Background: an optimization exercise with open tools, aiming at small area, a short achievable clock period and few clock cycles. Do not read the settings as production practice. Function was checked by simulation only, so behaviour that the tests miss may differ from the original. Power and IR drop assume default switching activity.

`flow/flow/run.sh`:
```
#!/bin/bash
# Own flow: the standard layout, with one change to synthesis (flow/map_cells.tcl inserted into
# synth_recipe.tcl after ORFS's synthesis): the RTL's gate-level blocks become the standard-cell
# netlists of flow/cells.v. Everything else, including the registers and their names, is the
# standard flow. The whole flow's output goes to own_flow.log; ORFS's per-step logs to orfs/logs.
set -euo pipefail
W=$PWD
sed -e "s#@FLOW@#$W/flow#g" "$W/flow/map_cells.tcl" > "$W/map_cells.tcl"
sed -e "/^source .*synth.tcl/r $W/map_cells.tcl" "$W/synth_recipe.tcl" > "$W/own_synth.tcl"
grep -q "cells.v" "$W/own_synth.tcl"
sed -e "s#$W/synth_recipe.tcl#$W/own_synth.tcl#g" "$W/standard.sh" > "$W/own_standard.sh"
grep -q own_synth.tcl "$W/own_standard.sh"
bash "$W/own_standard.sh" > "$W/own_flow.log" 2>&1
```
`flow/flow/cells.v`:
```
// Standard-cell netlists of the RTL's gate-level blocks, read by map_cells.tcl in place of the
// RTL modules of the same names and ports (the layout is proved equivalent to the RTL).

// Next state of each stored bit: (q & keep) | (d & we), one a22o per bit.
module prog_mem_store (
  input  [2047:0] q,
  input           keep,
  input  [127:0]  we,
  input  [15:0]   d,
  output [2047:0] nxt
);
  genvar r, b;
  generate
    for (r = 0; r < 128; r = r + 1) begin : g_row
      for (b = 0; b < 16; b = b + 1) begin : g_bit
        sky130_fd_sc_hd__a22o_1 u_nxt (
          .A1(q[16*r+b]), .A2(keep), .B1(d[b]), .B2(we[r]), .X(nxt[16*r+b])
        );
      end
    end
  endgenerate
endmodule

// One-hot read select: a nor2 of the two active-low predecoded address halves.
module prog_mem_rsel (
  input  [7:0]   lo_n,
  input  [15:0]  hi_n,
  output [127:0] sel
);
  genvar r;
  generate
    for (r = 0; r < 128; r = r + 1) begin : g_sel
      sky130_fd_sc_hd__nor2_1 u_sel (.A(lo_n[r % 8]), .B(hi_n[r / 8]), .Y(sel[r]));
    end
  endgenerate
endmodule

// One output bit: 42 a222oi and one a22oi (three or two selected bits each, inverted), then
// nand4/nand3, nor4/nor3 and a final nand3.
module prog_mem_rcol (
  input  [127:0] bits,
  input  [127:0] sel,
  output         y
);
  wire [42:0] t_n;
  wire [10:0] u;
  wire [2:0]  v_n;
  genvar g;
  generate
    for (g = 0; g < 42; g = g + 1) begin : g_ao
      sky130_fd_sc_hd__a222oi_1 u_ao (
        .A1(bits[3*g]),   .A2(sel[3*g]),
        .B1(bits[3*g+1]), .B2(sel[3*g+1]),
        .C1(bits[3*g+2]), .C2(sel[3*g+2]),
        .Y(t_n[g])
      );
    end
    for (g = 0; g < 10; g = g + 1) begin : g_na
      sky130_fd_sc_hd__nand4_1 u_na (
        .A(t_n[4*g]), .B(t_n[4*g+1]), .C(t_n[4*g+2]), .D(t_n[4*g+3]), .Y(u[g])
      );
    end
  endgenerate
  sky130_fd_sc_hd__a22oi_1 u_ao_last (
    .A1(bits[126]), .A2(sel[126]), .B1(bits[127]), .B2(sel[127]), .Y(t_n[42])
  );
  sky130_fd_sc_hd__nand3_1 u_na_last (.A(t_n[40]), .B(t_n[41]), .C(t_n[42]), .Y(u[10]));
  sky130_fd_sc_hd__nor4_1 u_no0 (.A(u[0]), .B(u[1]), .C(u[2]), .D(u[3]), .Y(v_n[0]));
  sky130_fd_sc_hd__nor4_1 u_no1 (.A(u[4]), .B(u[5]), .C(u[6]), .D(u[7]), .Y(v_n[1]));
  sky130_fd_sc_hd__nor3_1 u_no2 (.A(u[8]), .B(u[9]), .C(u[10]), .Y(v_n[2]));
  sky130_fd_sc_hd__nand3_1 u_out (.A(v_n[0]), .B(v_n[1]), .C(v_n[2]), .Y(y));
endmodule
```
`flow/standard.sh`:
```
#!/bin/bash
# synth_recipe.tcl (not shown) runs the flow's synth.tcl, then flattens the netlist and writes it again
# the make line also repeats each setting of config.mk as NAME=value (left out here)
make -C /OpenROAD-flow-scripts/flow DESIGN_CONFIG=/design/flow/config.mk WORK_HOME=/design/flow/orfs CLKGATE_MAP_FILE= SYNTH_SCRIPT=/design/flow/synth_recipe.tcl "${@:-finish}"
```
`flow/config.mk`:
```
export PLATFORM = sky130hd
export DESIGN_NAME = prog_mem
export DESIGN_NICKNAME = prog_mem
export VERILOG_FILES = /design/flow/design.v
export SDC_FILE = /design/flow/constraint.sdc
export NUM_CORES = 4
export LEC_CHECK = 0
export ABC_AREA = 1
export ABC_CLOCK_PERIOD_IN_PS = 5000
export CAP_MARGIN = 20
export CORE_MARGIN = 2
export CORE_UTILIZATION = 60
export SETUP_SLACK_MARGIN = 4.0
export SLEW_MARGIN = 20
export SYNTH_HIERARCHICAL = 1
```
`flow/flow/map_cells.tcl`:
```
# Own-flow addition to synth_recipe.tcl, run after ORFS's synthesis and before flattening: the
# RTL's gate-level blocks (ABC's mapping of them) are replaced by the standard-cell netlists in
# flow/cells.v, which have the same module names and ports. Registers are untouched.
delete prog_mem_store prog_mem_rsel prog_mem_rcol
read_verilog @FLOW@/cells.v
hierarchy -top prog_mem
```
`flow/constraint.sdc`:
```
create_clock -name core_clock -period 8.0 [get_ports {clk}]
set_input_delay 1.6000 -clock core_clock [delete_from_list [all_inputs] [get_ports {clk}]]
set_output_delay 1.6000 -clock core_clock [all_outputs]
set_load 0.01 [all_outputs]
```
`flow/design.v`:
```
module prog_mem_store (
  input  logic [127:0][15:0] q,
  input  logic               keep,
  input  logic [127:0]       we,
  input  logic [15:0]        d,
  output logic [127:0][15:0] nxt
);
  for (genvar r = 0; r < 128; r++) begin : g_row
    assign nxt[r] = (q[r] & {16{keep}}) | (d & {16{we[r]}});
  end
endmodule
module prog_mem_rsel (
  input  logic [7:0]   lo_n,
  input  logic [15:0]  hi_n,
  output logic [127:0] sel
);
  for (genvar r = 0; r < 128; r++) begin : g_sel
    assign sel[r] = !(lo_n[r % 8] || hi_n[r / 8]);
  end
endmodule
module prog_mem_rcol (
  input  logic [127:0] bits,
  input  logic [127:0] sel,
  output logic         y
);
  assign y = |(bits & sel);
endmodule
module prog_mem (
  input  logic        clk,
  input  logic        reset,
  input  logic        ld_start,
  input  logic        ld_valid,
  input  logic [15:0] ld_data,
  input  logic        ld_last,
  output logic        ld_ready,
  input  logic [6:0]  cpu_addr,
  output logic [15:0] cpu_data,
  output logic        cpu_reset,
  output logic        loaded,
  output logic        err,
  output logic [6:0]  wr_ptr
);
  logic       loading_q;
  logic       loaded_q;
  logic       err_q;
  logic [6:0] wr_ptr_q;
  logic       take;
  logic       done;
  logic [127:0][15:0] mem_q;
  logic [127:0][15:0] mem_d;
  logic [127:0]       wsel;
  logic [127:0]       rsel;
  logic [7:0]         rlo_n;   
  logic [15:0]        rhi_n;   
  assign take = loading_q && ld_valid && !ld_start;
  assign done = ld_last || (wr_ptr_q == 7'd127);
  always_ff @(posedge clk or posedge reset) begin
    if (reset) begin
      loading_q <= 1'b0;
      loaded_q  <= 1'b0;
      err_q     <= 1'b0;
      wr_ptr_q  <= 7'd0;
    end else if (ld_start) begin
      loading_q <= 1'b1;
      loaded_q  <= 1'b0;
      err_q     <= 1'b0;
      wr_ptr_q  <= 7'd0;
    end else if (take) begin
      wr_ptr_q <= wr_ptr_q + 7'd1;
      if (done) begin
        loading_q <= 1'b0;
        loaded_q  <= 1'b1;
        err_q     <= !ld_last;
      end
    end
  end
  for (genvar r = 0; r < 128; r++) begin : g_wsel
    assign wsel[r] = take && (wr_ptr_q == 7'(r));
  end
  for (genvar i = 0; i < 8; i++) begin : g_rlo
    assign rlo_n[i] = cpu_addr[2:0] != 3'(i);
  end
  for (genvar i = 0; i < 16; i++) begin : g_rhi
    assign rhi_n[i] = !loaded_q || (cpu_addr[6:3] != 4'(i));
  end
  prog_mem_store u_store (.q(mem_q), .keep(!ld_start), .we(wsel), .d(ld_data), .nxt(mem_d));
  always_ff @(posedge clk) begin
    mem_q <= mem_d;
  end
  prog_mem_rsel u_rsel (.lo_n(rlo_n), .hi_n(rhi_n), .sel(rsel));
  for (genvar b = 0; b < 16; b++) begin : g_col
    logic [127:0] bits;
    for (genvar r = 0; r < 128; r++) begin : g_bit
      assign bits[r] = mem_q[r][b];
    end
    prog_mem_rcol u_rcol (.bits(bits), .sel(rsel), .y(cpu_data[b]));
  end
  assign ld_ready  = loading_q && !ld_start;
  assign cpu_reset = !loaded_q;
  assign loaded    = loaded_q;
  assign err       = err_q;
  assign wr_ptr    = wr_ptr_q;
endmodule
```
==> summary.txt, run 1 <==
* Fmax at 160 MHz
* Syn Nets at 5479
* Slew Viols, Final at 0
* CP max FO at 8
* Clock buffer depth at 3
* Crit path from: cpu_addr[1]
* Layout cell share with drive strength beyond 1 at 16.0%
* Placed cell count at 7340
* First-pass GRT wire length at 366000 um
* Nets at 6173
* Wire per inst at 32.1 um
* Initial antenna violation count at 7
* Max Cap Viol at 0
* Synthesized area per cell at 12.8 sq um
* R2r startpoint: wr_ptr_q[2]
* Run status: no timing/DRC/antenna violations
* Largest net degree at the start of global routing at 255
* H-Tree Depth at 4
* Max VDD drop at 0.269 mV
* Setup slack after layout at 1.75 ns
* Die X at 344 um
* Root Driver: clkbuf_16
* Hold wc startpoint: mem_q[1987]
* Total CTS buffers at 197
* Arrival @ worst endpoint at 4.65 ns
* Fin. Hold Viols at 0
* Hold Path Class: reg2reg
* Reg clk slew, reported paths at 0.06 ns
* Clock sink count at 2058
* # DRC at 0
* RSZ-0062 raised after global routing: true
* Dpl ws at -0.0850 ns
* Final non-filler cell total at 7821
* Post-DP HPWL at 147000 um
* Clock latency (worst-skew pair) at 0.83 ns
* Rel. slew slack at 14.4%
* Leakage power at 31.8 nW
* Endpoint type of the worst setup path: output port
* WL final at 251000 um
* Worst Skew at 0.0286 ns
* Die ar. at 119000 sq um
* Routed Antenna Nets at 0
* I/O pin count at 55
* Synth warn at 7
* Final Util at 73.1%
* Slew @ Worst Pin at 1.28 ns
* Area Growth Syn to Fin at 20.5%
* PwrDens at 245 nW/um^2
* Syn Std Cell Area at 69500 sq um
* Port bufs at 54
* Detailed Routing Iterations Pass 1 at 14
* Congestion Overflow GR at 0
* Die H at 344 um
* Final setup fails at 0
* Critical Path RT at 6.40 ns
* Global-route usage over all layers at 40.6%
* Gpl congestion at 0.952
* Via density at 7.65
* CTS tree: done
* Vias at 59800
* Final Cycle Share at 78.2%
* Row count at 124
* Starting Density at 60.6%
* Crit Path Class: in2out
* Post-route minimum period at 6.25 ns
* Synth Instances at 5447
* Vias in the first global route at 54700
* Core Area at 115000 sq um
* CP startpoint kind: primary input
* Post-CTS Hold Fix Bufs at 0
* Initial drt markers at 11300
## final timing paths
kind                       slack [ns]            to  depth (start not counted)
min in group asynchronous        1.07   wr_ptr_q[1]                          2
setup reg to reg                 4.65    mem_q[573]                          5
hold / removal                   0.48   mem_q[1987]                          1
setup / recovery                 1.75  cpu_data[12]                         13
max in group asynchronous        6.61      loaded_q                          2
hold reg to reg                  0.48   mem_q[1987]                          1
## layer usage
layer	GRT usage (%)	share of wire, %	up-vias
met3	9.75	12	661
met5	0	0.0044	-
li1	-	-	25400
met2	58.4	43	4036
met4	21.0	5.6	2
met1	56.8	40	29700
## critical path, cell delays in order
cell	delay, ns
buf_12	0.10
clkinvlp_4	0.12
buf_6	0.14
nand3_4	0.12
buf_6	0.14
buf_12	0.10
nor2_4	0.03
buf_6	0.13
a222oi_1	0.77
nand4_1	0.58
nor4_2	0.42
nand3_2	0.22
buf_6	0.17
## through the flow
stage,cell area (sq um),TNS [ns],hold WS [ns],power [mW]
2_1_floorplan,69500,0,0.448,10.7
3_3_place_gp,74600,-0.879,0.460,11.0
3_5_place_dp,74700,-0.0850,0.463,11.0
4_1_cts,83400,0,0.481,20.5
5_1_grt,83800,0,0.489,20.9
6_report,83800,0,0.479,20.5
## final cells by class
cell class | count | area, sq um
Fill cell | 7977 | 30900
Timing Repair Buffer | 509 | 4580
Sequential cell | 2058 | 41300
Inverter | 31 | 154
Clock buffer | 280 | 5810
Multi-Input combinational cell | 3344 | 29200
Tap cell | 1512 | 1890
Clock inverter | 85 | 915
Antenna cell | 2 | 5.00
## repair_timing
item,4_1_cts,5_1_grt
pin swaps,195,61
setup endpoints to repair,52,16
gates cloned,7,1
setup buffers,83,21
gates resized for setup,356,31
## cell usage in the layout, fill, tap and decap left out, types with 11 or more instances in the layout
cell type,count
dfxtp_1,2048
a22o_1,2048
a222oi_1,672
buf_4,372
nor2_1,206
clkbuf_16,202
nand4_1,160
buf_6,81
clkinv_2,47
clkbuf_8,46
nor2_2,37
clkbuf_1,32
buf_12,29
nand3_1,28
nand3_4,26
nand2_1,24
inv_1,19
nor4_4,18
bufinv_16,16
a22oi_1,16
nor3_2,15
nand4_4,15
clkdlybuf4s50_1,13
nand3_2,12
nor3_4,12
nor2_4,11
## power by group
group / internal, mW / switching [mW]
logic: 0.0931 / 0.506
registers: 10.3 / 0.0127
clock network: 5.57 / 4.05
total: 15.9 / 4.57
## state kept, by name (all words and copies together), names as in the netlist
signal and cells:
err_q 1, loaded_q 1, loading_q 1, mem_q 2048, wr_ptr_q 7
Testbench counts, summed over its fixed seeds: cycles 16,575.
==> inputs of run 2 (changes only) <==
--- a/flow/config.mk
+++ b/flow/config.mk
@@ -10,6 +10,9 @@
 export CAP_MARGIN = 20
 export CORE_MARGIN = 2
 export CORE_UTILIZATION = 60
-export SETUP_SLACK_MARGIN = 4.0
+export CTS_BUF_LIST = sky130_fd_sc_hd__clkbuf_16
+export CTS_CLUSTER_DIAMETER = 100
+export CTS_CLUSTER_SIZE = 25
+export SETUP_SLACK_MARGIN = 2.5
 export SLEW_MARGIN = 20
 export SYNTH_HIERARCHICAL = 1
==> summary.txt, run 2 <==
* WL final at 248000 um (-1.2%)
* Max Cap Viol at 0 (unchanged)
* Fill cells at 8406 (+5.4%)
* Clock sink count at 2058 (unchanged)
* Final Cycle Share at 79.2% (+1.1 points)
* Gpl congestion at 0.973 (+2.2%)
* Final instance area at 79000 sq um (-5.7%)
* Worst R2R Path Depth at 5 (unchanged)
* Final Util at 68.9% (-4.2 points)
* Rel. slew slack at 15.5% (+1.1 points)
* Initial antenna violation count at 4 (-3)
* Congestion Overflow GR at 0 (unchanged)
* Setup slack after layout at 1.66 ns (-0.0850 ns)
* Syn Std Cell Area at 69500 sq um (unchanged)
* Row count at 124 (unchanged)
* RSZ-0062 raised after global routing: true
* Area Growth Syn to Fin at 13.6%
* Fmax at 158 MHz (-1.3%)
* First-pass GRT wire length at 361000 um (-1.3%)
* Final setup fails at 0 (unchanged)
* # DRC at 0 (unchanged)
* CTS tree: done
* Clock power frac at 32.9% (-14 points)
* Slew @ Worst Pin at 1.27 ns (-0.0174 ns)
* Wire per inst at 33.0 um (+3.0%)
* Clock buffer depth at 3 (unchanged)
* Root Driver: clkbuf_16
* Largest registers: mem_q x2048, wr_ptr_q x7
* Max FFs per register at 2048 (unchanged)
* CP max FO at 6 (-2)
* Switching power at 3.71 mW (-19%)
* Syn Nets at 5479 (unchanged)
* Die H at 344 um (unchanged)
* Dpl ws at -0.298 ns (-0.212 ns)
* Synth warn at 7 (unchanged)
* Critical Path RT at 6.40 ns (about the same)
* Detailed Routing Iterations Pass 1 at 12 (-2)
* Starting Density at 60.6% (unchanged)
* Total CTS buffers at 92 (-53%)
* Global-route usage over all layers at 40.1% (-0.51 points)
* Switching part of the total power at 23.0% (+0.65 points)
* Run status: no timing/DRC/antenna violations
* Reg clk slew, reported paths at 0.08 ns (+0.02 ns)
* Power Internal at 12.5 mW (-22%)
* Routed Antenna Nets at 0 (unchanged)
* Reg power frac at 63.4% (+13 points)
* Vias at 58400 (-2.4%)
* Max VDD drop at 0.199 mV (-26%)
* Slew Viols, Final at 0 (unchanged)
* Via density at 7.79 (+1.8%)
* Worst hold path depth at 1 (unchanged)
* Arrival @ worst endpoint at 4.74 ns (+0.09 ns)
* PwrDens at 205 nW/um^2 (-16%)
* Crit Path Class: in2out
* Most frequent cells in the layout: dfxtp_1, a22o_1, a222oi_1
* Post-DP HPWL at 148000 um (+0.78%)
* Vias in the first global route at 52700 (-3.7%)
* Biggest register: mem_q
* Logic pwr share at 3.6% (+0.7 points)
* Layout cell share with drive strength beyond 1 at 11.9% (-4.1 points)
* Worst Skew at 0.0211 ns (-0.00751 ns)
* Die X at 344 um (unchanged)
* CP startpoint kind: primary input
* Initial drt markers at 11800 (+4.4%)
* Port bufs at 54 (unchanged)
* Die ar. at 119000 sq um (unchanged)
* Leakage power at 29.3 nW (-7.8%)
* Clock latency (worst-skew pair) at 0.73 ns (-0.10 ns)
* I/O pin count at 55 (unchanged)
* Post-route minimum period at 6.34 ns (+0.0850 ns)
* H-Tree Depth at 3 (-1)
* Fin. Hold Viols at 0 (unchanged)
* Synthesized area per cell at 12.8 sq um (unchanged)
* Nets at 6007 (-2.7%)
* Endpoint type of the worst setup path: output port
* Hold Path Class: reg2reg
* Synth Instances at 5447 (unchanged)
* Core Area at 115000 sq um (unchanged)
* DP Area at 74500 sq um (-0.30%)
* Largest net degree at the start of global routing at 243 (-4.7%)
==> run 2: metrics by stage <==
step / hold WS (ns) / setup TNS (ns) / cells / total power [mW]
5_1_grt: 0.498 / 0 / 7496 / 16.6
3_3_place_gp: 0.460 / -0.729 / 7306 / 11.0
3_5_place_dp: 0.463 / -0.804 / 7308 / 11.0
4_1_cts: 0.489 / 0 / 7463 / 16.2
2_1_floorplan: 0.448 / 0 / 5447 / 10.7
6_report: 0.484 / 0 / 7500 / 16.2
==> run 2: area by class of cell <==
class | count | area [sq um] | area share (%)
clock buffers | 94 | 2350 | 2.98
flip-flops and latches | 2058 | 41300 | 52.2
repair buffers | 449 | 4020 | 5.09
multi-input cells | 3343 | 29200 | 37.0
well taps | 1512 | 1890 | 2.39
clock inverters | 9 | 82.6 | 0.105
diodes | 4 | 10.0 | 0.0127
inverters | 31 | 163 | 0.206
==> run 2: final timing paths <==
kind	from	end	slack, ns
max	cpu_addr[0]	cpu_data[12]	1.66
min	mem_q[1910]	mem_q[1910]	0.48
max reg2reg	wr_ptr_q[2]	mem_q[1971]	4.50
min reg2reg	mem_q[1910]	mem_q[1910]	0.48
max in group asynchronous	reset	loaded_q	6.53
min in group asynchronous	reset	wr_ptr_q[2]	1.16
==> run 2: critical path: stages <==
cell and delay, ns:
buf_12 0.11, inv_8 0.04, nand3_4 0.09, buf_12 0.12, buf_12 0.12, nor2_4 0.04, buf_6 0.14, a222oi_1 0.61
nand4_1 0.59, nor4_4 0.64, buf_4 0.21, nand3_4 0.18, buf_6 0.20
==> run 2: power groups by stage <==
stage               Clock [mW]  Sequential [mW]  Combinational [mW]
floorplan                    0             10.5               0.167
global placement             0             10.5               0.519
detailed placement           0             10.5               0.523
CTS                       5.35             10.3               0.557
global route              5.69             10.3               0.600
finish                    5.33             10.3               0.585
==> run 2: metal layers <==
metal,vias up,GRT usage [%],part of all wire [%]
li1,24900,-,-
met1,29000,58.2,40
met2,3985,56.5,42
met3,562,8.47,12
met4,10,19.6,5.5
met5,-,0,0.027
==> run 2: repair_timing <==
action	4_1_cts	5_1_grt
gates cloned	2	1
hold endpoints to repair	0	0
gates resized for setup	323	45
pin swaps	127	78
hold buffers	0	0
endpoints found under the setup margin	16	16
buffers inserted	50	32
==> inputs of run 3 (changes only) <==
==> flow/flow/cells.v (replaced) <==
// Standard-cell netlists of the RTL's gate-level blocks, read by map_cells.tcl in place of the
// RTL modules of the same names and ports (the layout is proved equivalent to the RTL).

// Next state of each stored bit: (q & keep) | (d & we), one a22o per bit.
module prog_mem_store (
  input  [2047:0] q,
  input           keep,
  input  [127:0]  we,
  input  [15:0]   d,
  output [2047:0] nxt
);
  genvar r, b;
  generate
    for (r = 0; r < 128; r = r + 1) begin : g_row
      for (b = 0; b < 16; b = b + 1) begin : g_bit
        sky130_fd_sc_hd__a22o_1 u_nxt (
          .A1(q[16*r+b]), .A2(keep), .B1(d[b]), .B2(we[r]), .X(nxt[16*r+b])
        );
      end
    end
  endgenerate
endmodule

// One-hot read select: a nor2 of the two active-low predecoded address halves.
module prog_mem_rsel (
  input  [7:0]   lo_n,
  input  [15:0]  hi_n,
  output [127:0] sel
);
  genvar r;
  generate
    for (r = 0; r < 128; r = r + 1) begin : g_sel
      sky130_fd_sc_hd__nor2_1 u_sel (.A(lo_n[r % 8]), .B(hi_n[r / 8]), .Y(sel[r]));
    end
  endgenerate
endmodule

// One output bit: 64 a22oi (two selected bits each, inverted), then 16 nand4, 4 nor4 and a
// final nand4.
module prog_mem_rcol (
  input  [127:0] bits,
  input  [127:0] sel,
  output         y
);
  wire [63:0] t_n;
  wire [15:0] u;
  wire [3:0]  v_n;
  genvar g;
  generate
    for (g = 0; g < 64; g = g + 1) begin : g_ao
      sky130_fd_sc_hd__a22oi_1 u_ao (
        .A1(bits[2*g]), .A2(sel[2*g]), .B1(bits[2*g+1]), .B2(sel[2*g+1]), .Y(t_n[g])
      );
    end
    for (g = 0; g < 16; g = g + 1) begin : g_na
      sky130_fd_sc_hd__nand4_1 u_na (
        .A(t_n[4*g]), .B(t_n[4*g+1]), .C(t_n[4*g+2]), .D(t_n[4*g+3]), .Y(u[g])
      );
    end
    for (g = 0; g < 4; g = g + 1) begin : g_no
      sky130_fd_sc_hd__nor4_1 u_no (
        .A(u[4*g]), .B(u[4*g+1]), .C(u[4*g+2]), .D(u[4*g+3]), .Y(v_n[g])
      );
    end
  endgenerate
  sky130_fd_sc_hd__nand4_1 u_out (.A(v_n[0]), .B(v_n[1]), .C(v_n[2]), .D(v_n[3]), .Y(y));
endmodule
==> flow/config.mk (replaced) <==
export PLATFORM = sky130hd
export DESIGN_NAME = prog_mem
export DESIGN_NICKNAME = prog_mem
export VERILOG_FILES = /design/flow/design.v
export SDC_FILE = /design/flow/constraint.sdc
export NUM_CORES = 4
export LEC_CHECK = 0
export ABC_AREA = 1
export ABC_CLOCK_PERIOD_IN_PS = 5000
export CAP_MARGIN = 20
export CORE_MARGIN = 2
export CORE_UTILIZATION = 65
export SETUP_SLACK_MARGIN = 4.0
export SLEW_MARGIN = 20
export SYNTH_HIERARCHICAL = 1
==> summary.txt, run 3 <==
* Run status: no timing/DRC/antenna violations
* # DRC at 0 (unchanged)
* Post-Route Hold Slack at 0.477 ns (-0.00716 ns)
* Hold Path Class: reg2reg
* Arrival @ worst endpoint at 4.44 ns (-0.30 ns)
* Final Cycle Share at 75.5% (-3.7 points)
* Detailed Routing Iterations Pass 1 at 8 (-4)
* Register area at 41300 sq um (about the same)
* CP Cell Sequence: buf_12 -> inv_8 -> nand3_4 -> buf_12 -> buf_8 -> nor2_4 -> a22oi_2 -> nand4_1 -> nor4_4 -> buf_4 -> nand4_1 -> buf_4 -> buf_6
* Nets at 6658 (+11%)
* Row count at 121 (-2.4%)
* Post-CTS Hold Fix Bufs at 0 (unchanged)
* Biggest register: mem_q
* Fmax at 166 MHz (+4.9%)
* Post-DP HPWL at 149000 um (+0.37%)
* Initial drt markers at 9591 (-19%)
* Port bufs at 54 (unchanged)
* Crit Path Class: in2out
* Starting Density at 65.4% (+4.8 points)
* Final Util at 80.1% (+11 points)
* Dpl ws at 0.147 ns (+0.445 ns)
* Routed Antenna Nets at 0 (unchanged)
* Rel. slew slack at 9.44% (-6.1 points)
* Via density at 7.63 (-2.0%)
* Worst R2R Path Depth at 5 (unchanged)
* Setup slack after layout at 1.96 ns (+0.298 ns)
* I/O pin count at 55 (unchanged)
* Clock latency (worst-skew pair) at 0.81 ns (+0.08 ns)
* Largest registers: mem_q x2048, wr_ptr_q x7
* Syn Std Cell Area at 71000 sq um (+2.2%)
* Synth warn at 7 (unchanged)
* Max FFs per register at 2048 (unchanged)
* Crit path from: cpu_addr[1]
* Fin. Hold Viols at 0 (unchanged)
* WL final at 257000 um (+3.5%)
* Wire per inst at 31.3 um (-5.3%)
* CP Capture Point: cpu_data[9]
* Crit-path slowest cell: nor4_4
* Vias at 62600 (+7.1%)
* RR Endpoint: mem_q[1195]
* First-pass GRT wire length at 378000 um (+4.6%)
* Largest stage delay, worst path at 0.56 ns (-0.08 ns)
* Endpoint type of the worst setup path: output port
* CP startpoint kind: primary input
* Leakage power at 32.5 nW (+11%)
* Core Area at 109000 sq um (-5.3%)
* Setup TNS at 0 ns (unchanged)
* Syn Nets at 5911 (+7.9%)
* Max VDD drop at 0.229 mV (+15%)
* Worst Skew at 0.0211 ns (-0.0000419 ns)
* Slew Viols, Final at 0 (unchanged)
* Clock sink count at 2058 (unchanged)
* Die X at 335 um (-2.9%)
* Slew @ Worst Pin at 1.36 ns (+0.0923 ns)
* FF-to-FF setup slack at 4.81 ns (+0.31 ns)
* Global-route usage over all layers at 44.0% (+3.9 points)
* Area Growth Syn to Fin at 22.5%
* Final setup fails at 0 (unchanged)
* Multi-input logic area at 31800 sq um (+8.9%)
* Largest net degree at the start of global routing at 240 (-1.2%)
* Reg clk slew, reported paths at 0.06 ns (-0.02 ns)
* Final instance area at 87000 sq um (+10%)
* Stages on worst setup path at 13 (unchanged)
* Fill cells at 6579 (-22%)
* Clock buffer depth at 3 (unchanged)
* R2r startpoint: wr_ptr_q[2]
* Gpl congestion at 1.00 (+3.2%)
* Synth Instances at 5879 (+7.9%)
* Most frequent cells in the layout: dfxtp_1, a22o_1, a22oi_1
* Post-route minimum period at 6.04 ns (-0.298 ns)
* CP max FO at 16 (+10)
* Synthesized area per cell at 12.1 sq um (-5.3%)
* DP Area at 75900 sq um (+1.9%)
* Die ar. at 112000 sq um (-5.6%)
* RSZ-0062 raised after global routing: true
* Root Driver: clkbuf_16
* CTS tree: done
* Congestion Overflow GR at 0 (unchanged)
* Vias in the first global route at 58200 (+10%)
* H-Tree Depth at 4 (+1)
* Critical Path RT at 6.40 ns (about the same)
* Layout cell share with drive strength beyond 1 at 18.3% (+6.4 points)
* CP top delay family: simple AND/OR/NAND/NOR gates
* Max Cap Viol at 0 (unchanged)
* Bufs and invs on worst path at 7 (unchanged)
* Worst hold path depth at 1 (unchanged)
* Initial antenna violation count at 7 (+3)
* Total CTS buffers at 194 (+110%)
* PwrDens at 236 nW/um^2 (+15%)
* Die H at 335 um (-2.9%)
run 3: per-layer routing:
| metal | global-route usage, % | part of all wire, % | vias up |
|---|---|---|---|
| met1 | 59.9 | 38 | 31000 |
| met4 | 24.1 | 6.1 | 10 |
| met3 | 12.1 | 13 | 843 |
| met5 | 0 | 0.027 | - |
| met2 | 63.3 | 42 | 4349 |
| li1 | - | - | 26400 |
run 3: what timing repair did:
| action | in CTS | in global routing |
|---|---|---|
| setup buffers | 120 | 57 |
| gates resized for setup | 613 | 105 |
| pin swaps | 167 | 105 |
| gates cloned | 9 | 3 |
| endpoints found under the setup margin | 344 | 87 |
| hold endpoints to repair | 0 | 0 |
run 3: stage by stage:
step | power, mW | std cells
after floorplan | 10.7 | 5879
after global placement | 11.0 | 7650
after detailed placement | 11.0 | 7652
after CTS | 20.5 | 8136
after global routing | 21.0 | 8199
final | 20.5 | 8200
run 3: layout make-up:
class | instances | area share [%]
inverter | 31 | 0.220
multi-input combinational | 3778 | 36.6
tap | 1414 | 2.03
clock inverter | 58 | 0.854
antenna | 1 | 0.00288
timing repair buffer | 563 | 6.02
sequential | 2058 | 47.4
clock buffer | 297 | 6.86
run 3: power by group:
group,internal [mW],switching [mW]
logic,0.110,0.536
clock network,5.66,3.97
registers,10.3,0.00894
run 3: worst register-to-register path, cell delays in order (launching register included):
cell     delay [ns]
dfrtp_2        0.61
inv_1          0.64
nand4_4        0.64
nor2_1         0.80
buf_4          0.31
a22o_1         0.15
run 3: worst min path at each step:
stage	from	endpoint
finish	mem_q[931]	mem_q[931]
global route	mem_q[1523]	mem_q[1523]
CTS	mem_q[933]	mem_q[933]
detailed placement	mem_q[425]	mem_q[425]
global placement	mem_q[365]	mem_q[365]
floorplan	mem_q[1344]	mem_q[1344]
==> inputs of run 4 (changes only) <==
==> flow/flow/run.sh (replaced) <==
#!/bin/bash
# Own flow: the standard layout with two changes. Synthesis: flow/map_cells.tcl, inserted into
# synth_recipe.tcl after ORFS's synthesis, replaces the RTL's gate-level blocks by the
# standard-cell netlists of flow/cells.v. Floorplan: flow/io.tcl (ORFS's IO_CONSTRAINTS) puts the
# address and data pins on opposite edges. Everything else, including the registers and their
# names, is the standard flow. Its output goes to own_flow.log; ORFS's per-step logs to orfs/logs.
set -euo pipefail
W=$PWD
sed -e "s#@FLOW@#$W/flow#g" "$W/flow/map_cells.tcl" > "$W/map_cells.tcl"
sed -e "/^source .*synth.tcl/r $W/map_cells.tcl" "$W/synth_recipe.tcl" > "$W/own_synth.tcl"
grep -q "cells.v" "$W/own_synth.tcl"
sed -e "s#$W/synth_recipe.tcl#$W/own_synth.tcl IO_CONSTRAINTS=$W/flow/io.tcl#g" "$W/standard.sh" > "$W/own_standard.sh"
grep -q own_synth.tcl "$W/own_standard.sh"
bash "$W/own_standard.sh" > "$W/own_flow.log" 2>&1
--- a/flow/flow/cells.v
+++ b/flow/flow/cells.v
@@ -53,12 +53,12 @@
       );
     end
     for (g = 0; g < 16; g = g + 1) begin : g_na
-      sky130_fd_sc_hd__nand4_1 u_na (
+      sky130_fd_sc_hd__nand4_2 u_na (
         .A(t_n[4*g]), .B(t_n[4*g+1]), .C(t_n[4*g+2]), .D(t_n[4*g+3]), .Y(u[g])
       );
     end
     for (g = 0; g < 4; g = g + 1) begin : g_no
-      sky130_fd_sc_hd__nor4_1 u_no (
+      sky130_fd_sc_hd__nor4_2 u_no (
         .A(u[4*g]), .B(u[4*g+1]), .C(u[4*g+2]), .D(u[4*g+3]), .Y(v_n[g])
       );
     end
==> flow/flow/io.tcl (new file) <==
# Pin placement for the read path, sourced by ORFS's floorplan (IO_CONSTRAINTS): the address
# pins on the middle of the left edge and the data pins on the middle of the right edge, so a
# read crosses the die once instead of out and back. Other pins are placed freely.
set die [[ord::get_db_block] getDieArea]
set dbu [[ord::get_db_block] getDbUnitsPerMicron]
set h [expr {double([$die dy]) / $dbu}]
set lo [expr {int($h * 0.3)}]
set hi [expr {int($h * 0.7)}]
set addr {}
set data {}
for {set i 0} {$i < 7} {incr i} { lappend addr "cpu_addr\[$i\]" }
for {set i 0} {$i < 16} {incr i} { lappend data "cpu_data\[$i\]" }
set_io_pin_constraint -pin_names $addr -region "left:$lo-$hi"
set_io_pin_constraint -pin_names $data -region "right:$lo-$hi"
==> summary.txt, run 4 <==
* Run status: no timing/DRC/antenna violations
* Max Cap Viol at 0 (unchanged)
* Final Util at 79.9% (-0.19 points)
* Global-route usage over all layers at 42.7% (-1.3 points)
* Final Cycle Share at 75.9% (+0.34 points)
* Synthesized area per cell at 12.4 sq um (+2.8%)
* Clock power frac at 46.1% (-0.8 points)
* Reg power frac at 50.8% (+0.8 points)
* Nets at 6539 (-1.8%)
* Synth Instances at 5879 (unchanged)
* Congestion Overflow GR at 0 (unchanged)
* Setup TNS at 0 ns (unchanged)
* Register area at 41300 sq um (about the same)
* Core Area at 111000 sq um (+2.2%)
* Final setup fails at 0 (unchanged)
* Arrival @ worst endpoint at 4.47 ns (+0.03 ns)
* Slew @ Worst Pin at 1.25 ns (-0.113 ns)
* Crit Path Class: in2out
* Slew Viols, Final at 0 (unchanged)
* Vias at 61700 (-1.4%)
* Largest registers: mem_q x2048, wr_ptr_q x7
* Most frequent cells in the layout: dfxtp_1, a22o_1, a22oi_1
* CP max FO at 16 (unchanged)
* Worst Skew at 0.0255 ns (+0.00443 ns)
* Post-DP HPWL at 149000 um (-0.25%)
* Die X at 339 um (+1.4%)
* CP startpoint kind: primary input
* Syn Std Cell Area at 73000 sq um (+2.8%)
* Synth warn at 7 (unchanged)
* First-pass GRT wire length at 379000 um (+0.27%)
* Root Driver: clkbuf_16
* Routed Antenna Nets at 0 (unchanged)
* Rel. slew slack at 16.8% (+7.3 points)
* Reg clk slew, reported paths at 0.06 ns (about the same)
* Initial antenna violation count at 6 (-1)
* Row count at 122 (+0.83%)
* Die ar. at 115000 sq um (+2.8%)
* WL final at 257000 um (+0.35%)
* Leakage power at 32.2 nW (-1.1%)
* Area Growth Syn to Fin at 21.5%
* # DRC at 0 (unchanged)
* Gpl congestion at 0.974 (-3.0%)
* Port bufs at 54 (unchanged)
* Max VDD drop at 0.228 mV (-0.29%)
* Clock buffer depth at 3 (unchanged)
* Fmax at 165 MHz (-0.45%)
* Via density at 7.56 (-0.88%)
* Hold Path Class: reg2reg
* Placed cell count at 7632 (-0.26%)
* Syn Nets at 5911 (unchanged)
* Layout cell share with drive strength beyond 1 at 22.5% (+4.2 points)
* RSZ-0062 raised after global routing: true
* PwrDens at 228 nW/um^2 (-3.5%)
* CTS tree: done
* Critical Path RT at 6.40 ns (about the same)
* Wire per inst at 31.6 um (+0.84%)
* Clock sink count at 2058 (unchanged)
* Multi-input logic area at 34700 sq um (+8.9%)
* Die H at 339 um (+1.4%)
* Total CTS buffers at 195 (+0.52%)
* Switching power at 4.52 mW (+0.12%)
* Final non-filler cell total at 8160 (-0.49%)
* Power Internal at 15.7 mW (-2.1%)
* Fin. Hold Viols at 0 (unchanged)
* Max FFs per register at 2048 (unchanged)
* I/O pin count at 55 (unchanged)
* Vias in the first global route at 58300 (+0.11%)
* Initial drt markers at 8487 (-12%)
* Switching part of the total power at 22.4% (+0.39 points)
* Biggest register: mem_q
* Fill cells at 6745 (+2.5%)
* Post-route minimum period at 6.07 ns (+0.0271 ns)
* Clock latency (worst-skew pair) at 0.81 ns (about the same)
* Largest net degree at the start of global routing at 203 (-15%)
* H-Tree Depth at 4 (unchanged)
* Endpoint type of the worst setup path: output port
* Starting Density at 65.8% (+0.38 points)
* Detailed Routing Iterations Pass 1 at 9 (+1)
* Logic pwr share at 3.0% (about the same)
[run 4: final cells by class]
class	instances	area share (%)
Tap cell	1488	2.10
Timing Repair Buffer	445	4.84
Clock inverter	70	0.849
Inverter	31	0.181
Antenna cell	6	0.0169
Sequential cell	2058	46.5
Multi-Input combinational cell	3776	39.1
Clock buffer	286	6.43
[run 4: repair_timing]
action,CTS,global route
setup endpoints to repair,285,56
hold buffers,0,0
gates cloned,14,1
gates resized for setup,603,142
setup buffers,116,35
pin swaps,203,128
[run 4: stage by stage]
stage	power, mW	cell area [sq um]	hold WS [ns]	setup slack [ns]
6_report	20.2	88700	0.477	1.93
3_3_place_gp	11.0	77400	0.461	0.235
3_5_place_dp	11.0	77400	0.464	0.211
5_1_grt	20.6	88700	0.490	1.99
4_1_cts	20.2	87600	0.482	2.23
2_1_floorplan	10.7	73000	0.450	2.05
[run 4: final timing paths]
kind	start	cells after the start	endpoint	slack (ns)
max in group asynchronous	reset	2	loaded_q	6.46
worst min register to register	mem_q[1520]	1	mem_q[1520]	0.48
worst max register to register	wr_ptr_q[2]	4	mem_q[446]	4.44
min in group asynchronous	reset	2	wr_ptr_q[0]	1.13
worst max-delay path	cpu_addr[0]	12	cpu_data[0]	1.93
worst min-delay path	mem_q[1520]	1	mem_q[1520]	0.48
[run 4: power groups by stage]
stage          registers, mW  clock network (mW)  logic (mW)
2_1_floorplan           10.5                   0       0.170
3_3_place_gp            10.5                   0       0.505
3_5_place_dp            10.5                   0       0.511
4_1_cts                 10.3                9.33       0.567
5_1_grt                 10.3                9.75       0.623
6_report                10.3                9.33       0.611
[run 4: per-layer routing]
layer  vias up  wire [um]  GRT usage [%]
li1      26100          -              -
met4        10      14000           21.8
met3       758      33400           13.1
met2      4064     108000           60.4
met1     30800     102000           58.7
met5         -         52              0
[run 4: worst max-delay path, cell delays in order]
cell        delay (ns)
buf_12            0.10
clkinvlp_4        0.19
buf_6             0.18
nand3_4           0.08
buf_12            0.13
buf_4             0.12
nor2_4            0.10
a22oi_2           0.40
nand4_2           0.26
nor4_4            0.65
nand4_1           0.37
buf_2             0.26
==> inputs of run 5 (changes only) <==
==> flow/flow/run.sh (replaced) <==
#!/bin/bash
# Own flow: the standard layout, with one change to synthesis (flow/map_cells.tcl inserted into
# synth_recipe.tcl after ORFS's synthesis): the RTL's gate-level blocks become the standard-cell
# netlists of flow/cells.v. Everything else, including the registers and their names, is the
# standard flow. The whole flow's output goes to own_flow.log; ORFS's per-step logs to orfs/logs.
set -euo pipefail
W=$PWD
sed -e "s#@FLOW@#$W/flow#g" "$W/flow/map_cells.tcl" > "$W/map_cells.tcl"
sed -e "/^source .*synth.tcl/r $W/map_cells.tcl" "$W/synth_recipe.tcl" > "$W/own_synth.tcl"
grep -q "cells.v" "$W/own_synth.tcl"
sed -e "s#$W/synth_recipe.tcl#$W/own_synth.tcl#g" "$W/standard.sh" > "$W/own_standard.sh"
grep -q own_synth.tcl "$W/own_standard.sh"
bash "$W/own_standard.sh" > "$W/own_flow.log" 2>&1
--- a/flow/flow/cells.v
+++ b/flow/flow/cells.v
@@ -35,33 +35,41 @@
   endgenerate
 endmodule
 
-// One output bit: 64 a22oi (two selected bits each, inverted), then 16 nand4, 4 nor4 and a
-// final nand4.
+// One output bit: 64 a22oi (two selected bits each, inverted), then a tree of two-input gates
+// (nand2, nor2, nand2, nor2, nand2) and a final or2.
 module prog_mem_rcol (
   input  [127:0] bits,
   input  [127:0] sel,
   output         y
 );
-  wire [63:0] t_n;
-  wire [15:0] u;
-  wire [3:0]  v_n;
+  wire [63:0] l1_n;  // inverted OR of 2 bits
+  wire [31:0] l2;    // OR of 4
+  wire [15:0] l3_n;  // inverted OR of 8
+  wire [7:0]  l4;    // OR of 16
+  wire [3:0]  l5_n;  // inverted OR of 32
+  wire [1:0]  l6;    // OR of 64
   genvar g;
   generate
-    for (g = 0; g < 64; g = g + 1) begin : g_ao
-      sky130_fd_sc_hd__a22oi_1 u_ao (
-        .A1(bits[2*g]), .A2(sel[2*g]), .B1(bits[2*g+1]), .B2(sel[2*g+1]), .Y(t_n[g])
+    for (g = 0; g < 64; g = g + 1) begin : g_l1
+      sky130_fd_sc_hd__a22oi_1 u (
+        .A1(bits[2*g]), .A2(sel[2*g]), .B1(bits[2*g+1]), .B2(sel[2*g+1]), .Y(l1_n[g])
       );
     end
-    for (g = 0; g < 16; g = g + 1) begin : g_na
-      sky130_fd_sc_hd__nand4_2 u_na (
-        .A(t_n[4*g]), .B(t_n[4*g+1]), .C(t_n[4*g+2]), .D(t_n[4*g+3]), .Y(u[g])
-      );
+    for (g = 0; g < 32; g = g + 1) begin : g_l2
+      sky130_fd_sc_hd__nand2_1 u (.A(l1_n[2*g]), .B(l1_n[2*g+1]), .Y(l2[g]));
     end
-    for (g = 0; g < 4; g = g + 1) begin : g_no
-      sky130_fd_sc_hd__nor4_2 u_no (
-        .A(u[4*g]), .B(u[4*g+1]), .C(u[4*g+2]), .D(u[4*g+3]), .Y(v_n[g])
-      );
+    for (g = 0; g < 16; g = g + 1) begin : g_l3
+      sky130_fd_sc_hd__nor2_1 u (.A(l2[2*g]), .B(l2[2*g+1]), .Y(l3_n[g]));
+    end
+    for (g = 0; g < 8; g = g + 1) begin : g_l4
+      sky130_fd_sc_hd__nand2_1 u (.A(l3_n[2*g]), .B(l3_n[2*g+1]), .Y(l4[g]));
+    end
+    for (g = 0; g < 4; g = g + 1) begin : g_l5
+      sky130_fd_sc_hd__nor2_2 u (.A(l4[2*g]), .B(l4[2*g+1]), .Y(l5_n[g]));
+    end
+    for (g = 0; g < 2; g = g + 1) begin : g_l6
+      sky130_fd_sc_hd__nand2_2 u (.A(l5_n[2*g]), .B(l5_n[2*g+1]), .Y(l6[g]));
     end
   endgenerate
-  sky130_fd_sc_hd__nand4_1 u_out (.A(v_n[0]), .B(v_n[1]), .C(v_n[2]), .D(v_n[3]), .Y(y));
+  sky130_fd_sc_hd__or2_2 u_out (.A(l6[0]), .B(l6[1]), .X(y));
 endmodule
--- a/flow/config.mk
+++ b/flow/config.mk
@@ -9,7 +9,10 @@
 export ABC_CLOCK_PERIOD_IN_PS = 5000
 export CAP_MARGIN = 20
 export CORE_MARGIN = 2
-export CORE_UTILIZATION = 65
-export SETUP_SLACK_MARGIN = 4.0
+export CORE_UTILIZATION = 60
+export CTS_BUF_LIST = sky130_fd_sc_hd__clkbuf_16
+export CTS_CLUSTER_DIAMETER = 100
+export CTS_CLUSTER_SIZE = 25
+export SETUP_SLACK_MARGIN = 2.5
 export SLEW_MARGIN = 20
 export SYNTH_HIERARCHICAL = 1
removed: flow/flow/io.tcl
==> summary.txt, run 5 <==
* Nets at 7088 (+8.4%)
* Gpl congestion at 0.896 (-8.0%)
* Fin. Hold Viols at 0 (unchanged)
* Reg clk slew, reported paths at 0.09 ns (+0.03 ns)
* Slew @ Worst Pin at 1.16 ns (-0.0835 ns)
* Placed cell count at 8472 (+11%)
* Worst R2R Path Depth at 4 (unchanged)
* Arrival @ worst endpoint at 4.00 ns (-0.47 ns)
* Synthesized area per cell at 11.1 sq um (-10%)
* Setup slack after layout at 2.40 ns (+0.470 ns)
* Fill cells at 9142 (+36%)
* Final setup fails at 0 (unchanged)
* Die X at 353 um (+4.0%)
* Root Driver: clkbuf_16
* Syn Nets at 6583 (+11%)
* H-Tree Depth at 3 (-1)
* Largest net degree at the start of global routing at 221 (+8.9%)
* Initial antenna violation count at 4 (-2)
* Critical Path RT at 6.40 ns (about the same)
* Port bufs at 54 (unchanged)
* Detailed Routing Iterations Pass 1 at 6 (-3)
* Row count at 127 (+4.1%)
* Wire per inst at 28.6 um (-9.5%)
* Post-DP HPWL at 145000 um (-2.5%)
* WL final at 248000 um (-3.7%)
* Clock buffer depth at 3 (unchanged)
* Most frequent cells in the layout: dfxtp_1, a22o_1, a22oi_1
* Routed Antenna Nets at 0 (unchanged)
* Run status: no timing/DRC/antenna violations
* Endpoint type of the worst setup path: output port
* Clock latency (worst-skew pair) at 0.73 ns (-0.08 ns)
* Vias at 61500 (-0.34%)
* CP max FO at 16 (unchanged)
* Die H at 353 um (+4.0%)
* DP Area at 77700 sq um (+0.45%)
* Post-route minimum period at 5.60 ns (-0.470 ns)
* Via density at 7.09 (-6.3%)
* Worst Skew at 0.0287 ns (+0.00316 ns)
* Global Route met3 Usage at 6.96% (-6.2 points)
* GR peak layer: met1
* Final instance area at 84200 sq um (-5.0%)
* Met2 GRT Util at 54.4% (-6.0 points)
* R2r startpoint: wr_ptr_q[3]
* Final non-filler cell total at 8679 (+6.4%)
* Setup TNS at 0 ns (unchanged)
* CP startpoint kind: primary input
* Max FFs per register at 2048 (unchanged)
* Biggest register: mem_q
* Fmax at 179 MHz (+8.4%)
* Area Growth Syn to Fin at 15.4%
* I/O pin count at 55 (unchanged)
* Total CTS buffers at 92 (-53%)
* Largest registers: mem_q x2048, wr_ptr_q x7
* Layout cell share with drive strength beyond 1 at 16.7% (-5.9 points)
* Die ar. at 124000 sq um (+8.2%)
* Met1 usage at 55.6% (-3.1 points)
* CP Capture Point: cpu_data[10]
* Final Cycle Share at 70.0% (-5.9 points)
* Slew Viols, Final at 0 (unchanged)
* RR Endpoint: mem_q[305]
* Starting Density at 60.7% (-5.1 points)
* Synth Instances at 6551 (+11%)
* Rel. slew slack at 22.3% (+5.5 points)
* PwrDens at 193 nW/um^2 (-15%)
* Clock sink count at 2058 (unchanged)
* Synth warn at 7 (unchanged)
* Core Area at 120000 sq um (+8.4%)
* Congestion Overflow GR at 0 (unchanged)
* Global-route usage over all layers at 37.6% (-5.0 points)
* Crit path from: cpu_addr[0]
* Vias in the first global route at 56200 (-3.6%)
* Max Cap Viol at 0 (unchanged)
* Max VDD drop at 0.202 mV (-12%)
* First-pass GRT wire length at 366000 um (-3.6%)
* Hold Path Class: reg2reg
* # DRC at 0 (unchanged)
* RSZ-0062 raised after global routing: true
* Initial drt markers at 8393 (-1.1%)
* FF-to-FF setup slack at 4.54 ns (+0.10 ns)
* Syn Std Cell Area at 73000 sq um (about the same)
* Dpl ws at 0.662 ns (+0.451 ns)
* Leakage power at 33.5 nW (+4.1%)
* CTS tree: done
* Crit Path Class: in2out
## run 5: timing repair
item | CTS | global route
endpoints found under the setup margin | 16 | 16
gates resized for setup | 653 | 293
pin swaps | 158 | 185
cloned | 14 | 13
hold buffers | 0 | 0
setup buffers | 51 | 24
## run 5: final cells by class
type	instances	area, sq um	area share [%]
Sequential cell	2058	41300	49.0
Multi-Input combinational cell	4447	34400	40.8
Timing Repair Buffer	426	3980	4.73
Clock buffer	97	2430	2.88
Tap cell	1612	2020	2.39
Inverter	31	155	0.184
Clock inverter	7	42.5	0.0505
Antenna cell	1	2.50	0.00297
## run 5: report_power, final
| part | switching [mW] | total, mW | internal [mW] |
|---|---|---|---|
| sequential | 0.0129 | 10.3 | 10.2 |
| combinational | 0.518 | 0.608 | 0.0900 |
| clock | 3.22 | 5.40 | 2.18 |
## run 5: stage by stage
step	hold slack [ns]	util (%)	power, mW
2_1_floorplan	0.450	-	10.7
3_3_place_gp	0.461	64.6	11.0
3_5_place_dp	0.464	64.6	11.0
4_1_cts	0.490	68.8	16.3
5_1_grt	0.500	70.0	16.7
6_report	0.487	70.0	16.3
## run 5: worst min-delay path by stage
stage	start	to	cells past startpoint
3_3_place_gp	mem_q[489]	mem_q[489]	1
4_1_cts	mem_q[1540]	mem_q[1540]	1
5_1_grt	mem_q[1201]	mem_q[1201]	1
3_5_place_dp	mem_q[262]	mem_q[262]	1
2_1_floorplan	mem_q[0]	mem_q[0]	1
6_report	mem_q[1540]	mem_q[1540]	1
## run 5: worst max-delay path, cell delays in order
cell        delay (ns)
buf_12            0.09
clkinvlp_4        0.20
nand3_4           0.18
buf_12            0.19
nor2_1            0.07
buf_4             0.22
a22oi_1           0.33
nand2_1           0.20
nor2_1            0.13
nand2_1           0.12
nor2_2            0.15
nand2_2           0.06
or2_4             0.28
buf_2             0.15
## run 5: routing by layer
metal,up-vias,wire length [um]
li1,27000,-
met1,30600,105000
met2,3346,107000
met3,471,25100
met4,10,10900
met5,-,62
==> inputs of run 6 (changes only) <==
--- a/flow/config.mk
+++ b/flow/config.mk
@@ -13,6 +13,6 @@
 export CTS_BUF_LIST = sky130_fd_sc_hd__clkbuf_16
 export CTS_CLUSTER_DIAMETER = 100
 export CTS_CLUSTER_SIZE = 25
-export SETUP_SLACK_MARGIN = 2.5
+export SETUP_SLACK_MARGIN = 3.5
 export SLEW_MARGIN = 20
 export SYNTH_HIERARCHICAL = 1
==> summary.txt, run 6 <==
* Placed cell count at 8480 (+0.094%)
* Arrival @ worst endpoint at 3.99 ns (about the same)
* Endpoint type of the worst setup path: output port
* WL final at 250000 um (+0.94%)
* Fmax at 179 MHz (+0.18%)
* Initial drt markers at 8956 (+6.7%)
* Hold Path Class: reg2reg
* Clock latency (worst-skew pair) at 0.72 ns (about the same)
* Die H at 353 um (unchanged)
* Detailed Routing Iterations Pass 1 at 9 (+3)
* Met1 usage at 57.5% (+1.9 points)
* Synth Instances at 6551 (unchanged)
* Max VDD drop at 0.211 mV (+4.6%)
* CTS tree: done
* Global Route met3 Usage at 6.99% (+0.031 points)
* Leakage power at 33.3 nW (-0.49%)
* Vias in the first global route at 57000 (+1.5%)
* Layout cell share with drive strength beyond 1 at 18.1% (+1.4 points)
* H-Tree Depth at 3 (unchanged)
* # DRC at 0 (unchanged)
* Post-route minimum period at 5.59 ns (-0.0100 ns)
* Most frequent cells in the layout: dfxtp_1, a22o_1, a22oi_1
* Gpl congestion at 0.944 (+5.3%)
* RSZ-0062 raised after global routing: true
* Clock power frac at 33.1% (about the same)
* Die ar. at 124000 sq um (unchanged)
* Core Area at 120000 sq um (unchanged)
* DP Area at 77800 sq um (about the same)
* Crit Path Class: in2out
* Total CTS buffers at 92 (unchanged)
* Final non-filler cell total at 8643 (-0.41%)
* Port bufs at 54 (unchanged)
* First-pass GRT wire length at 372000 um (+1.7%)
* Starting Density at 60.7% (unchanged)
* Via density at 7.20 (+1.6%)
* Power Internal at 12.5 mW (about the same)
* Clock buffer depth at 3 (unchanged)
* Largest net degree at the start of global routing at 282 (+28%)
* Worst Skew at 0.0243 ns (-0.00435 ns)
* Met2 GRT Util at 54.6% (+0.25 points)
* Fill cells at 9136 (-0.066%)
* Post-DP HPWL at 146000 um (+0.53%)
* Syn Nets at 6583 (unchanged)
* Synthesized area per cell at 11.1 sq um (unchanged)
* CP max FO at 16 (unchanged)
* Max FFs per register at 2048 (unchanged)
* Largest registers: mem_q x2048, wr_ptr_q x7
* Reg clk slew, reported paths at 0.08 ns (about the same)
* Switching part of the total power at 23.0% (-0.055 points)
* Routed Antenna Nets at 0 (unchanged)
* Logic pwr share at 3.7% (about the same)
* Initial antenna violation count at 1 (-3)
* Clock sink count at 2058 (unchanged)
* GR peak layer: met1
* Synth warn at 7 (unchanged)
* Area Growth Syn to Fin at 15.9%
* Setup TNS at 0 ns (unchanged)
* Dpl ws at 0.846 ns (+0.184 ns)
* Wire per inst at 28.9 um (+1.4%)
* Setup slack after layout at 2.41 ns (+0.0100 ns)
* Global-route usage over all layers at 38.3% (+0.64 points)
* Rel. slew slack at 17.4% (-4.9 points)
* Max Cap Viol at 0 (unchanged)
* I/O pin count at 55 (unchanged)
* Vias at 62200 (+1.1%)
* CP startpoint kind: primary input
* Reg power frac at 63.1% (about the same)
* Critical Path RT at 6.40 ns (about the same)
* Biggest register: mem_q
* Final Cycle Share at 69.9% (-0.13 points)
* Final setup fails at 0 (unchanged)
* Slew @ Worst Pin at 1.24 ns (+0.0743 ns)
* Row count at 127 (unchanged)
* Syn Std Cell Area at 73000 sq um (unchanged)
* Slew Viols, Final at 0 (unchanged)
* Fin. Hold Viols at 0 (unchanged)
* Congestion Overflow GR at 0 (unchanged)
* Final instance area at 84600 sq um (+0.40%)
* Nets at 7054 (-0.48%)
* Die X at 353 um (unchanged)
* PwrDens at 192 nW/um^2 (-0.49%)
* Run status: no timing/DRC/antenna violations
* Root Driver: clkbuf_16
* Switching power at 3.74 mW (-0.33%)
==> run 6: cell count changes in the layout (fill, tap and decap cells not counted), moves of 11 or more <==
cell / change
nand2_1: -64
a22oi_1: -60
a22oi_2: +60
nand2_2: +56
buf_4: -19
buf_2: -15
nor2_1: -11
nor2_4: +11
==> run 6: worst max-delay path, cell delays in order <==
cell	delay [ns]
buf_12	0.10
clkinvlp_4	0.12
buf_6	0.14
nand3_4	0.15
buf_12	0.18
nor2_1	0.08
buf_6	0.18
a22oi_1	0.19
nand2_1	0.09
nor2_2	0.24
nand2_1	0.16
nor2_4	0.21
nand2_2	0.11
or2_4	0.28
buf_2	0.15
==> run 6: metrics by stage <==
stage | utilization [%] | power, mW | hold slack [ns]
6_report | 70.3 | 16.3 | 0.484
5_1_grt | 70.3 | 16.7 | 0.498
4_1_cts | 69.5 | 16.2 | 0.489
3_5_place_dp | 64.7 | 11.0 | 0.464
3_3_place_gp | 64.6 | 11.0 | 0.461
2_1_floorplan | - | 10.7 | 0.450
==> run 6: power groups by stage <==
stage	Sequential [mW]	Combinational [mW]	Clock (mW)
finish	10.3	0.609	5.38
global route	10.3	0.621	5.76
CTS	10.3	0.576	5.41
detailed placement	10.5	0.535	0
global placement	10.5	0.530	0
floorplan	10.5	0.170	0
==> run 6: layout make-up <==
class	instances	area [sq um]	area share (%)
Multi-Input combinational cell	4447	34900	41.3
Sequential cell	2058	41300	48.8
Clock buffer	97	2430	2.87
Timing Repair Buffer	392	3750	4.43
Tap cell	1612	2020	2.38
Clock inverter	4	31.3	0.0370
Antenna cell	2	5.00	0.00592
Inverter	31	156	0.185
==> run 6: per-layer routing <==
layer,routed length [um],up-vias
met1,107000,31200
met5,8,-
met2,106000,3552
met4,10400,2
met3,27000,501
li1,-,27000
==> run 6: repair_timing <==
item / CTS / global route
cloned: 14 / 6
endpoints found under the setup margin: 17 / 16
hold buffers: 0 / 0
endpoints found under the hold margin: 0 / 0
buffers inserted: 30 / 9
pin swaps: 342 / 155
gates resized for setup: 911 / 211
==> run 6: final timing paths <==
check	to	slack, ns	start	cells after the start
max	cpu_data[4]	2.41	cpu_addr[2]	15
max in group asynchronous	loaded_q	5.93	reset	2
max reg2reg	mem_q[434]	4.36	wr_ptr_q[2]	4
min in group asynchronous	wr_ptr_q[4]	1.66	reset	2
min reg2reg	mem_q[724]	0.48	mem_q[724]	1
min	mem_q[724]	0.48	mem_q[724]	1
==> inputs of run 7 (changes only) <==
--- a/flow/flow/cells.v
+++ b/flow/flow/cells.v
@@ -30,7 +30,7 @@
   genvar r;
   generate
     for (r = 0; r < 128; r = r + 1) begin : g_sel
-      sky130_fd_sc_hd__nor2_1 u_sel (.A(lo_n[r % 8]), .B(hi_n[r / 8]), .Y(sel[r]));
+      sky130_fd_sc_hd__nor2_2 u_sel (.A(lo_n[r % 8]), .B(hi_n[r / 8]), .Y(sel[r]));
     end
   endgenerate
 endmodule
--- a/flow/config.mk
+++ b/flow/config.mk
@@ -9,7 +9,7 @@
 export ABC_CLOCK_PERIOD_IN_PS = 5000
 export CAP_MARGIN = 20
 export CORE_MARGIN = 2
-export CORE_UTILIZATION = 60
+export CORE_UTILIZATION = 66
 export CTS_BUF_LIST = sky130_fd_sc_hd__clkbuf_16
 export CTS_CLUSTER_DIAMETER = 100
 export CTS_CLUSTER_SIZE = 25
==> summary.txt, run 7 <==
* Crit Path Class: in2out
* Via density at 7.30 (+1.5%)
* Post-DP HPWL at 144000 um (-1.1%)
* Worst R2R Path Depth at 4 (unchanged)
* Max VDD drop at 0.201 mV (-4.9%)
* Global-route usage over all layers at 42.0% (+3.7 points)
* Die ar. at 114000 sq um (-8.6%)
* Reg clk slew, reported paths at 0.09 ns (about the same)
* Leakage power at 33.9 nW (+1.7%)
* Most frequent cells in the layout: dfxtp_1, a22o_1, a22oi_1
* Clock buffer depth at 3 (unchanged)
* R2r startpoint: wr_ptr_q[2]
* Largest stage delay, worst path at 0.30 ns (+0.02 ns)
* Critical Path RT at 6.40 ns (about the same)
* Layout cell share with drive strength beyond 1 at 19.8% (+1.7 points)
* First-pass GRT wire length at 369000 um (-0.92%)
* H-Tree Depth at 3 (unchanged)
* Clock latency (worst-skew pair) at 0.73 ns (about the same)
* RR Endpoint: mem_q[1594]
* CP Cell Sequence: buf_12 -> clkinvlp_4 -> buf_6 -> nand3_4 -> buf_8 -> nor2_2 -> buf_6 -> a22oi_1 -> nand2_2 -> nor2_2 -> nand2_2 -> nor2_4 -> nand2_2 -> or2_4 -> buf_6
* Worst hold path depth at 1 (unchanged)
* Slew Viols, Final at 0 (unchanged)
* Detailed Routing Iterations Pass 1 at 8 (-1)
* Hold Path Class: reg2reg
* Initial drt markers at 9013 (+0.64%)
* Starting Density at 66.4% (+5.7 points)
* Endpoint type of the worst setup path: output port
* Largest registers: mem_q x2048, wr_ptr_q x7
* CTS tree: done
* I/O pin count at 55 (unchanged)
* Run status: no timing/DRC/antenna violations
* Final setup fails at 0 (unchanged)
* WL met2 at 105000 um (-0.58%)
* Post-route minimum period at 5.62 ns (+0.0303 ns)
* Endpoint, Worst Hold: mem_q[582]
* Synth warn at 7 (unchanged)
* Gpl congestion at 0.925 (-2.0%)
* RSZ-0062 raised after global routing: true
* Area Growth Syn to Fin at 17.2%
* Placed cell count at 8300 (-2.1%)
* Fmax at 178 MHz (-0.54%)
* PwrDens at 190 nW/um^2 (-1.4%)
* Syn Nets at 6583 (unchanged)
* Top routing layer in use: met5
* FF-to-FF setup slack at 4.57 ns (+0.21 ns)
* Nets at 7124 (+0.99%)
* Synth Instances at 6551 (unchanged)
* Wire length on met1 at 102000 um (-4.8%)
* Post-Route Hold Slack at 0.486 ns (+0.00217 ns)
* Row count at 122 (-3.9%)
* Final non-filler cell total at 8593 (-0.58%)
* Crit-path slowest cell: or2_4
* # DRC at 0 (unchanged)
* Rel. slew slack at 21.1% (+3.7 points)
* Post-CTS Hold Fix Bufs at 0 (unchanged)
* Total CTS buffers at 92 (unchanged)
* Routed Antenna Nets at 0 (unchanged)
* Worst Skew at 0.0299 ns (+0.00558 ns)
* CP max FO at 16 (unchanged)
* Hold wc startpoint: mem_q[582]
* Dpl ws at 0.775 ns (-0.0710 ns)
* Die X at 337 um (-4.4%)
* Max Cap Viol at 0 (unchanged)
* WL final at 248000 um (-0.84%)
* Port bufs at 54 (unchanged)
* Core Area at 110000 sq um (-8.3%)
* Slew @ Worst Pin at 1.18 ns (-0.0587 ns)
* Vias at 62700 (+0.87%)
* Syn Std Cell Area at 73300 sq um (+0.44%)
* Root Driver: clkbuf_16
* Initial antenna violation count at 5 (+4)
* Met3 WL at 29000 um (+7.5%)
* Synthesized area per cell at 11.2 sq um (+0.44%)
* CP startpoint kind: primary input
* Fin. Hold Viols at 0 (unchanged)
* Largest net degree at the start of global routing at 252 (-11%)
* Setup TNS at 0 ns (unchanged)
* Biggest register: mem_q
* Die H at 337 um (-4.4%)
* Vias in the first global route at 58200 (+1.9%)
* Max FFs per register at 2048 (unchanged)
* Wire per inst at 28.9 um (-0.26%)
* Clock sink count at 2058 (unchanged)
* Congestion Overflow GR at 0 (unchanged)
* Final Cycle Share at 70.2% (+0.38 points)
* Total power at 16.3 mW (+0.19%)
* Setup slack after layout at 2.38 ns (-0.0303 ns)
* Arrival @ worst endpoint at 4.02 ns (+0.03 ns)
run 7: cell type report:
class                           count  area, sq um
Timing Repair Buffer              458         4730
Tap cell                         1488         1860
Inverter                           31          163
Antenna cell                        2         5.00
Clock inverter                      8         46.3
Fill cell                        7184        24400
Multi-Input combinational cell   4451        35400
Clock buffer                       97         2430
Sequential cell                  2058        41200
run 7: worst max-delay path by stage:
stage | cells after the start | start | slack, ns | end
floorplan | 4 | ld_start | 2.05 | mem_q[1264]
global placement | 14 | cpu_addr[2] | 0.85 | cpu_data[8]
detailed placement | 13 | cpu_addr[1] | 0.78 | cpu_data[12]
CTS | 15 | cpu_addr[0] | 2.56 | cpu_data[12]
global route | 17 | cpu_addr[0] | 2.38 | cpu_data[8]
finish | 15 | cpu_addr[0] | 2.38 | cpu_data[12]
run 7: where the power goes:
| group | internal [mW] | switching [mW] | leakage (nW) |
|---|---|---|---|
| clock | 2.18 | 3.19 | 1.24 |
| combinational | 0.114 | 0.546 | 16.0 |
| sequential | 10.2 | 0.00910 | 16.6 |
| total | 12.5 | 3.75 | 33.9 |
run 7: stage by stage:
stage               cell area (sq um)  utilization (%)
floorplan                       73300                -
global placement                77500             70.2
detailed placement              77500             70.3
CTS                             85300             77.3
global route                    85900             77.9
finish                          85900             77.9
run 7: per-layer routing:
| layer | track usage [%] | vias up |
|---|---|---|
| li1 | - | 27200 |
| met1 | 59.6 | 31200 |
| met2 | 60.0 | 3817 |
| met3 | 10.4 | 565 |
| met4 | 19.6 | 8 |
| met5 | 0 | - |
run 7: worst max-delay path, delay by kind of cell:
kind                   cells  cell delay [ns]
AND/OR/NAND/NOR            8             1.19
buffers and inverters      6             0.95
AO/OA/AOI/OAI              1             0.23
run 7: what timing repair did:
action,4_1_cts,5_1_grt
cloned,19,2
pin swaps,426,109
buffers inserted,143,22
endpoints found under the setup margin,225,16
resized for setup,1002,90

## what the ideal ports hide
The flow's constraints put no driver on any port. The routed layouts listed below were extracted and timed again, unchanged, in two steps.
Step 1: set_driving_cell puts a clkbuf_16 on clk and a buf_2 on each other input, an assumption about the parent block.
Step 2 also shifts input and output timing later by t, the mid clock arrival at the registers, as if the neighbouring blocks saw the same clock.
Slacks: no drivers / after step 1 / after step 2; pairs: no drivers / after step 1.
| run | shift t [ns] | setup slack, ns | worst hold slack (ns) |
|---|---|---|---|
| run 1 | 0.901 | 1.745 / 1.679 / 1.679 | 0.479 / 0.479 / 0.479 |
| run 2 | 0.796 | 1.660 / 1.501 / 1.501 | 0.484 / 0.484 / 0.484 |
| run 3 | 0.876 | 1.958 / 1.890 / 1.890 | 0.477 / 0.477 / 0.477 |
| run 4 | 0.887 | 1.931 / 1.866 / 1.866 | 0.477 / 0.477 / 0.477 |
| run 5 | 0.803 | 2.401 / 2.291 / 2.291 | 0.487 / 0.487 / 0.487 |
| run 6 | 0.786 | 2.411 / 2.277 / 2.277 | 0.484 / 0.484 / 0.484 |
| run 7 | 0.792 | 2.380 / 2.273 / 2.273 | 0.486 / 0.486 / 0.486 |
After both steps setup and hold are still met in every run listed. The setup slack of run 2, which loses most, moves by -0.159 ns with the drivers and by -0.159 ns with both steps.
